Background: an optimization exercise with open tools, aiming at small area. Do not read the settings as production practice. Function was checked by simulation only, so behaviour that the tests miss may differ from the original. No activity file was given, so power comes from the tool's default toggle rates.

==> inputs of run E <==
## regfile_dp
module regfile_dp #(
  parameter int DATA_W = cpu_pkg::DATA_W,
  parameter int ADDR_W = cpu_pkg::ADDR_W
) (
  input  logic              clk,
  input  logic              rst,
  input  logic [ADDR_W-1:0] rna,
  input  logic [ADDR_W-1:0] rnb,
  output logic [DATA_W-1:0] qa,
  output logic [DATA_W-1:0] qb,
  input  logic              we,
  input  logic [ADDR_W-1:0] wn,
  input  logic [DATA_W-1:0] d,
  input  logic              dump_start,
  output logic              dump_busy,
  output logic              dump_valid,
  input  logic              dump_ready,
  output logic [ADDR_W-1:0] dump_idx,
  output logic [DATA_W-1:0] dump_data
);
==> module regfile_rd_bypass, before the edit <==
module regfile_rd_bypass #(
  parameter int DATA_W = 32,
  parameter int ADDR_W = 5
) (
  input  logic [ADDR_W-1:0]                 addr,
  input  logic [2**ADDR_W-1:1]              nw,
  input  logic                              we,
  input  logic [ADDR_W-1:0]                 wn,
  input  logic [2**ADDR_W-1:1][DATA_W-1:0]  entries,
  input  logic [DATA_W-1:0]                 d,
  output logic [DATA_W-1:0]                 q
);
  localparam int NREG = 2**ADDR_W;
  logic [3:0] lo;
  logic [7:0] hi;
  always_comb begin
    for (int k = 0; k < 4; k++) lo[k] = (addr[1:0] == 2'(k));
    for (int k = 0; k < 8; k++) hi[k] = (addr[4:2] == 3'(k));
  end
  logic [NREG-1:1] sel;
  for (genvar i = 1; i < NREG; i++) begin : g_sel
    rf_and3 u_sel (.a(lo[i % 4]), .b(hi[i / 4]), .c(nw[i]), .y(sel[i]));
  end
  logic eq, nz, byp;
  assign eq = (wn == addr);
  assign nz = (addr != '0);
  rf_and3 u_byp (.a(we), .b(eq), .c(nz), .y(byp));
  for (genvar j = 0; j < DATA_W; j++) begin : g_bit
    logic [NREG-1:1] col;
    for (genvar i = 1; i < NREG; i++) begin : g_col
      assign col[i] = entries[i][j];
    end
    rf_rdbit u_bit (.sel(sel), .byp(byp), .r(col), .d(d[j]), .q(q[j]));
  end
endmodule
==> module rf_and3, before the edit <==
module rf_and3 (
  input  logic a, b, c,
  output logic y
);
  assign y = a & b & c;
endmodule
==> module rf_and2, before the edit <==
module rf_and2 (
  input  logic a, b,
  output logic y
);
  assign y = a & b;
endmodule
==> module regfile_dp, before the edit <==
module regfile_dp #(
  parameter int DATA_W = cpu_pkg::DATA_W,
  parameter int ADDR_W = cpu_pkg::ADDR_W
) (
  input  logic              clk,
  input  logic              rst,
  input  logic [ADDR_W-1:0] rna,
  input  logic [ADDR_W-1:0] rnb,
  output logic [DATA_W-1:0] qa,
  output logic [DATA_W-1:0] qb,
  input  logic              we,
  input  logic [ADDR_W-1:0] wn,
  input  logic [DATA_W-1:0] d,
  input  logic              dump_start,
  output logic              dump_busy,
  output logic              dump_valid,
  input  logic              dump_ready,
  output logic [ADDR_W-1:0] dump_idx,
  output logic [DATA_W-1:0] dump_data
);
  localparam int NREG = 2**ADDR_W;
  localparam int NSPLIT = 2;
  logic [NREG-1:1][DATA_W-1:0] mem;
  logic [NREG-1:1] nw;
  always_comb begin
    for (int i = 1; i < NREG; i++) nw[i] = !(we && (wn == ADDR_W'(i)));
  end
  logic [DATA_W-1:0] wdata;
  logic              nrst;
  assign nrst = ~rst;
  for (genvar j = 0; j < DATA_W; j++) begin : g_wdata
    rf_and2 u_wd (.a(d[j]), .b(nrst), .y(wdata[j]));
  end
  for (genvar i = 1; i < NREG; i++) begin : g_reg
    for (genvar h = 0; h < NSPLIT; h++) begin : g_part
      localparam int LO = h * DATA_W / NSPLIT;
      localparam int HI = (h + 1) * DATA_W / NSPLIT - 1;
      logic en;
      rf_nand2 u_en (.a(nw[i]), .b(nrst), .y(en));
      always_ff @(posedge clk)
        if (en) mem[i][HI:LO] <= wdata[HI:LO];
    end
  end
  cpu_pkg::dump_state_t state;
  always_ff @(posedge clk) begin
    if (rst) begin
      state <= cpu_pkg::DUMP_IDLE;
      dump_idx <= '0;
    end else if (state == cpu_pkg::DUMP_IDLE) begin
      if (dump_start) begin
        state <= cpu_pkg::DUMP_ACTIVE;
        dump_idx <= '0;
      end
    end else if (dump_ready) begin
      state <= (&dump_idx) ? cpu_pkg::DUMP_IDLE : cpu_pkg::DUMP_ACTIVE;
      dump_idx <= (&dump_idx) ? '0 : dump_idx + 1'b1;
    end
  end
  assign dump_busy = (state == cpu_pkg::DUMP_ACTIVE);
  assign dump_valid = (state == cpu_pkg::DUMP_ACTIVE);
  regfile_rd_bypass #(.DATA_W(DATA_W), .ADDR_W(ADDR_W)) u_rd_a (
    .addr(rna), .nw(nw), .we(we), .wn(wn), .entries(mem), .d(d), .q(qa)
  );
  regfile_rd_bypass #(.DATA_W(DATA_W), .ADDR_W(ADDR_W)) u_rd_b (
    .addr(rnb), .nw(nw), .we(we), .wn(wn), .entries(mem), .d(d), .q(qb)
  );
  regfile_rd_bypass #(.DATA_W(DATA_W), .ADDR_W(ADDR_W)) u_rd_dump (
    .addr(dump_idx), .nw(nw), .we(we), .wn(wn), .entries(mem), .d(d), .q(dump_data)
  );
endmodule
==> flow/config.mk <==
export PLATFORM = sky130hd
export DESIGN_NAME = regfile_dp
export DESIGN_NICKNAME = regfile_dp
export VERILOG_FILES = /design/flow/design.v
export SDC_FILE = /design/flow/constraint.sdc
export NUM_CORES = 4
export LEC_CHECK = 0
export CAP_MARGIN = 20
export CORE_MARGIN = 2
export CORE_UTILIZATION = 60
export CTS_CLUSTER_DIAMETER = 100
export CTS_CLUSTER_SIZE = 25
export SLEW_MARGIN = 20
export SYNTH_HIERARCHICAL = 1
==> flow/constraint.sdc <==
create_clock -name core_clock -period 8.0 [get_ports {clk}]
set_input_delay 1.6000 -clock core_clock [delete_from_list [all_inputs] [get_ports {clk}]]
set_output_delay 1.6000 -clock core_clock [all_outputs]
set_load 0.01 [all_outputs]
standard.sh (not shown) runs the stock make flow with config.mk's settings and CLKGATE_MAP_FILE= SYNTH_SCRIPT=/design/flow/synth_recipe.tcl, a recipe that flattens the netlist after the stock synthesis.
==> flow/flow/run.sh <==
#!/bin/bash
# The standard layout, with the port buffers made from the smallest buffer
# cell (sky130_fd_sc_hd__buf_1) instead of the resizer's default choice.
# Every input and output port still gets its own buffer.
set -euo pipefail
export BUFFER_PORTS_ARGS="-buffer_cell sky130_fd_sc_hd__buf_1"
bash standard.sh > standard.log 2>&1
==> run A: changes against run E <==
==> flow/design.v (replaced) <==
package cpu_pkg;
  localparam int DATA_W = 32;
  localparam int ADDR_W = 5;
  localparam int NREG = 32;
  typedef enum logic {DUMP_IDLE, DUMP_ACTIVE} dump_state_t;
endpackage
module regfile_rd_bypass #(
  parameter int DATA_W = 32,
  parameter int ADDR_W = 5
) (
  input  logic [ADDR_W-1:0] addr,
  input  logic [DATA_W-1:0] entry,
  input  logic              we,
  input  logic [ADDR_W-1:0] wn,
  input  logic [DATA_W-1:0] d,
  output logic [DATA_W-1:0] q
);
  assign q = (addr == '0) ? '0 : (we && wn == addr) ? d : entry;
endmodule
module regfile_dp #(
  parameter int DATA_W = cpu_pkg::DATA_W,
  parameter int ADDR_W = cpu_pkg::ADDR_W
) (
  input  logic              clk,
  input  logic              rst,
  input  logic [ADDR_W-1:0] rna,
  input  logic [ADDR_W-1:0] rnb,
  output logic [DATA_W-1:0] qa,
  output logic [DATA_W-1:0] qb,
  input  logic              we,
  input  logic [ADDR_W-1:0] wn,
  input  logic [DATA_W-1:0] d,
  input  logic              dump_start,
  output logic              dump_busy,
  output logic              dump_valid,
  input  logic              dump_ready,
  output logic [ADDR_W-1:0] dump_idx,
  output logic [DATA_W-1:0] dump_data
);
  logic [DATA_W-1:0] mem [2**ADDR_W];
  cpu_pkg::dump_state_t state;
  always_ff @(posedge clk) begin
    if (rst) begin
      for (int i = 0; i < 2**ADDR_W; i++) mem[i] <= '0;
    end else if (we && wn != '0) begin
      mem[wn] <= d;
    end
  end
  always_ff @(posedge clk) begin
    if (rst) begin
      state <= cpu_pkg::DUMP_IDLE;
      dump_idx <= '0;
    end else if (state == cpu_pkg::DUMP_IDLE) begin
      if (dump_start) begin
        state <= cpu_pkg::DUMP_ACTIVE;
        dump_idx <= '0;
      end
    end else if (dump_ready) begin
      state <= (&dump_idx) ? cpu_pkg::DUMP_IDLE : cpu_pkg::DUMP_ACTIVE;
      dump_idx <= (&dump_idx) ? '0 : dump_idx + 1'b1;
    end
  end
  assign dump_busy = (state == cpu_pkg::DUMP_ACTIVE);
  assign dump_valid = (state == cpu_pkg::DUMP_ACTIVE);
  regfile_rd_bypass #(.DATA_W(DATA_W), .ADDR_W(ADDR_W)) u_rd_a (
    .addr(rna), .entry(mem[rna]), .we(we), .wn(wn), .d(d), .q(qa)
  );
  regfile_rd_bypass #(.DATA_W(DATA_W), .ADDR_W(ADDR_W)) u_rd_b (
    .addr(rnb), .entry(mem[rnb]), .we(we), .wn(wn), .d(d), .q(qb)
  );
  regfile_rd_bypass #(.DATA_W(DATA_W), .ADDR_W(ADDR_W)) u_rd_dump (
    .addr(dump_idx), .entry(mem[dump_idx]), .we(we), .wn(wn), .d(d), .q(dump_data)
  );
endmodule
==> flow/run.sh (new file) <==
#!/bin/bash
# synth_recipe.tcl (not shown) runs the flow's synth.tcl, then flattens the netlist and writes it again
# the make line also repeats each setting of config.mk as NAME=value (left out here)
make -C /OpenROAD-flow-scripts/flow DESIGN_CONFIG=/design/flow/config.mk WORK_HOME=/design/flow/orfs CLKGATE_MAP_FILE= SYNTH_SCRIPT=/design/flow/synth_recipe.tcl finish
CORE_UTILIZATION = 30   (was 60)
CTS_CLUSTER_DIAMETER = unset   (was 100)
CTS_CLUSTER_SIZE = unset   (was 25)
SYNTH_HIERARCHICAL = unset   (was 1)
removed: flow/flow/run.sh
removed: flow/standard.sh
==> run R: changes against run E <==
==> flow/design.v (replaced) <==
package cpu_pkg;
  localparam int DATA_W = 32;
  localparam int ADDR_W = 5;
  localparam int NREG = 32;
  typedef enum logic {DUMP_IDLE, DUMP_ACTIVE} dump_state_t;
endpackage
module regfile_rd_bypass #(
  parameter int DATA_W = 32,
  parameter int NREG = 32
) (
  input  logic [NREG-1:1]             sel,
  input  logic                        byp,
  input  logic [NREG-1:1][DATA_W-1:0] entries,
  input  logic [DATA_W-1:0]           d,
  output logic [DATA_W-1:0]           q
);
  for (genvar j = 0; j < DATA_W; j++) begin : g_bit
    logic [NREG-1:1] col;
    for (genvar i = 1; i < NREG; i++) begin : g_col
      assign col[i] = entries[i][j];
    end
    rf_rdbit u_bit (.sel(sel), .byp(byp), .r(col), .d(d[j]), .q(q[j]));
  end
endmodule
module rf_rdbit (
  input  logic [31:1] sel,
  input  logic        byp,
  input  logic [31:1] r,
  input  logic        d,
  output logic        q
);
  logic [9:0] y;    
  logic [3:0] p;    
  for (genvar k = 0; k < 10; k++) begin : g_aoi
    rf_aoi222 u (.a1(sel[3*k+1]), .a2(r[3*k+1]), .b1(sel[3*k+2]), .b2(r[3*k+2]),
                 .c1(sel[3*k+3]), .c2(r[3*k+3]), .y(y[k]));
  end
  rf_nand4 u_n0 (.a(y[0]), .b(y[1]), .c(y[2]), .d(y[3]), .y(p[0]));
  rf_nand4 u_n1 (.a(y[4]), .b(y[5]), .c(y[6]), .d(y[7]), .y(p[1]));
  rf_nand2 u_n2 (.a(y[8]), .b(y[9]), .y(p[2]));
  rf_ao22  u_t  (.a1(sel[31]), .a2(r[31]), .b1(byp), .b2(d), .y(p[3]));
  rf_or4   u_o  (.a(p[0]), .b(p[1]), .c(p[2]), .d(p[3]), .y(q));
endmodule
module rf_aoi222 (
  input  logic a1, a2, b1, b2, c1, c2,
  output logic y
);
  assign y = ~((a1 & a2) | (b1 & b2) | (c1 & c2));
endmodule
module rf_ao22 (
  input  logic a1, a2, b1, b2,
  output logic y
);
  assign y = (a1 & a2) | (b1 & b2);
endmodule
module rf_nand4 (
  input  logic a, b, c, d,
  output logic y
);
  assign y = ~(a & b & c & d);
endmodule
module rf_nand2 (
  input  logic a, b,
  output logic y
);
  assign y = ~(a & b);
endmodule
module rf_or4 (
  input  logic a, b, c, d,
  output logic y
);
  assign y = a | b | c | d;
endmodule
module regfile_dp #(
  parameter int DATA_W = cpu_pkg::DATA_W,
  parameter int ADDR_W = cpu_pkg::ADDR_W
) (
  input  logic              clk,
  input  logic              rst,
  input  logic [ADDR_W-1:0] rna,
  input  logic [ADDR_W-1:0] rnb,
  output logic [DATA_W-1:0] qa,
  output logic [DATA_W-1:0] qb,
  input  logic              we,
  input  logic [ADDR_W-1:0] wn,
  input  logic [DATA_W-1:0] d,
  input  logic              dump_start,
  output logic              dump_busy,
  output logic              dump_valid,
  input  logic              dump_ready,
  output logic [ADDR_W-1:0] dump_idx,
  output logic [DATA_W-1:0] dump_data
);
  localparam int NREG = 2**ADDR_W;
  logic [DATA_W-1:0] mem [1:NREG-1];
  logic [NREG-1:1][DATA_W-1:0] mem_v;
  always_comb begin
    for (int i = 1; i < NREG; i++) mem_v[i] = mem[i];
  end
  logic [NREG-1:1] wdec;
  always_comb begin
    for (int i = 1; i < NREG; i++) wdec[i] = we && (wn == ADDR_W'(i));
  end
  logic [DATA_W-1:0] wdata;
  assign wdata = d & {DATA_W{~rst}};
  for (genvar i = 1; i < NREG; i++) begin : g_reg
    always_ff @(posedge clk)
      if (rst || wdec[i]) mem[i] <= wdata;
  end
  cpu_pkg::dump_state_t state;
  always_ff @(posedge clk) begin
    if (rst) begin
      state <= cpu_pkg::DUMP_IDLE;
      dump_idx <= '0;
    end else if (state == cpu_pkg::DUMP_IDLE) begin
      if (dump_start) begin
        state <= cpu_pkg::DUMP_ACTIVE;
        dump_idx <= '0;
      end
    end else if (dump_ready) begin
      state <= (&dump_idx) ? cpu_pkg::DUMP_IDLE : cpu_pkg::DUMP_ACTIVE;
      dump_idx <= (&dump_idx) ? '0 : dump_idx + 1'b1;
    end
  end
  assign dump_busy = (state == cpu_pkg::DUMP_ACTIVE);
  assign dump_valid = (state == cpu_pkg::DUMP_ACTIVE);
  logic [NREG-1:1] sel_a, sel_b, sel_d;
  logic            byp_a, byp_b, byp_d;
  always_comb begin
    for (int i = 1; i < NREG; i++) begin
      sel_a[i] = (rna == ADDR_W'(i)) && !wdec[i];
      sel_b[i] = (rnb == ADDR_W'(i)) && !wdec[i];
      sel_d[i] = (dump_idx == ADDR_W'(i)) && !wdec[i];
    end
    byp_a = we && (wn == rna) && (rna != '0);
    byp_b = we && (wn == rnb) && (rnb != '0);
    byp_d = we && (wn == dump_idx) && (dump_idx != '0);
  end
  regfile_rd_bypass #(.DATA_W(DATA_W), .NREG(NREG)) u_rd_a (
    .sel(sel_a), .byp(byp_a), .entries(mem_v), .d(d), .q(qa)
  );
  regfile_rd_bypass #(.DATA_W(DATA_W), .NREG(NREG)) u_rd_b (
    .sel(sel_b), .byp(byp_b), .entries(mem_v), .d(d), .q(qb)
  );
  regfile_rd_bypass #(.DATA_W(DATA_W), .NREG(NREG)) u_rd_dump (
    .sel(sel_d), .byp(byp_d), .entries(mem_v), .d(d), .q(dump_data)
  );
endmodule
==> flow/run.sh (new file) <==
#!/bin/bash
# synth_recipe.tcl (not shown) runs the flow's synth.tcl, then flattens the netlist and writes it again
# the make line also repeats each setting of config.mk as NAME=value (left out here)
make -C /OpenROAD-flow-scripts/flow DESIGN_CONFIG=/design/flow/config.mk WORK_HOME=/design/flow/orfs CLKGATE_MAP_FILE= SYNTH_SCRIPT=/design/flow/synth_recipe.tcl finish
CORE_UTILIZATION = 30   (was 60)
CTS_CLUSTER_DIAMETER = unset   (was 100)
CTS_CLUSTER_SIZE = unset   (was 25)
removed: flow/flow/run.sh
removed: flow/standard.sh
==> summary.txt <==
Against run E, the setup slack of run A is better by 0.22 ns. Power: run E < run R < run A. The highest first-iteration DRC count belongs to run E, the lowest to run A. Between run A and run R, the lower sequential share of layout area is in run A (gap 14 points). In run R the critical path depth is lower than in run E, by 1. Clock-buffer cell count, highest first: run A, run R, run E. In run A the die area is higher than in run R, by about 46%. Register-to-register slack: run E < run R < run A. Between run R and run E, the lower fmax is in run E (gap 0.54%, measured against run E).

[static timing again, ports no longer ideal]
How much do the figures lean on ideal ports? The routed layouts below were timed once more, with nothing changed but the port constraints. Step 1 sets driving cells, clkbuf_16 on the clock port and buf_2 on the other inputs (assumed; they add their load-dependent delay and slew). Step 2, shift: input delay + t, output delay - t, t = (earliest + latest rising clock arrival at the registers) / 2. This alone moves slack from input paths to output paths. a / b / c = ideal / step 1 / step 2; a / b = the first two.
run	t, ns	setup slack, ns	worst setup path after step 2
run E	0.732	0.396 / 0.240 / 0.240	input to output
run A	0.839	0.611 / 0.505 / 0.505	input to output
run R	0.778	0.437 / 0.404 / 0.404	input to output
After both steps every run listed still meets setup and hold. For run E, which loses most, drivers alone change the setup slack by -0.156 ns; drivers and shift together by -0.156 ns.
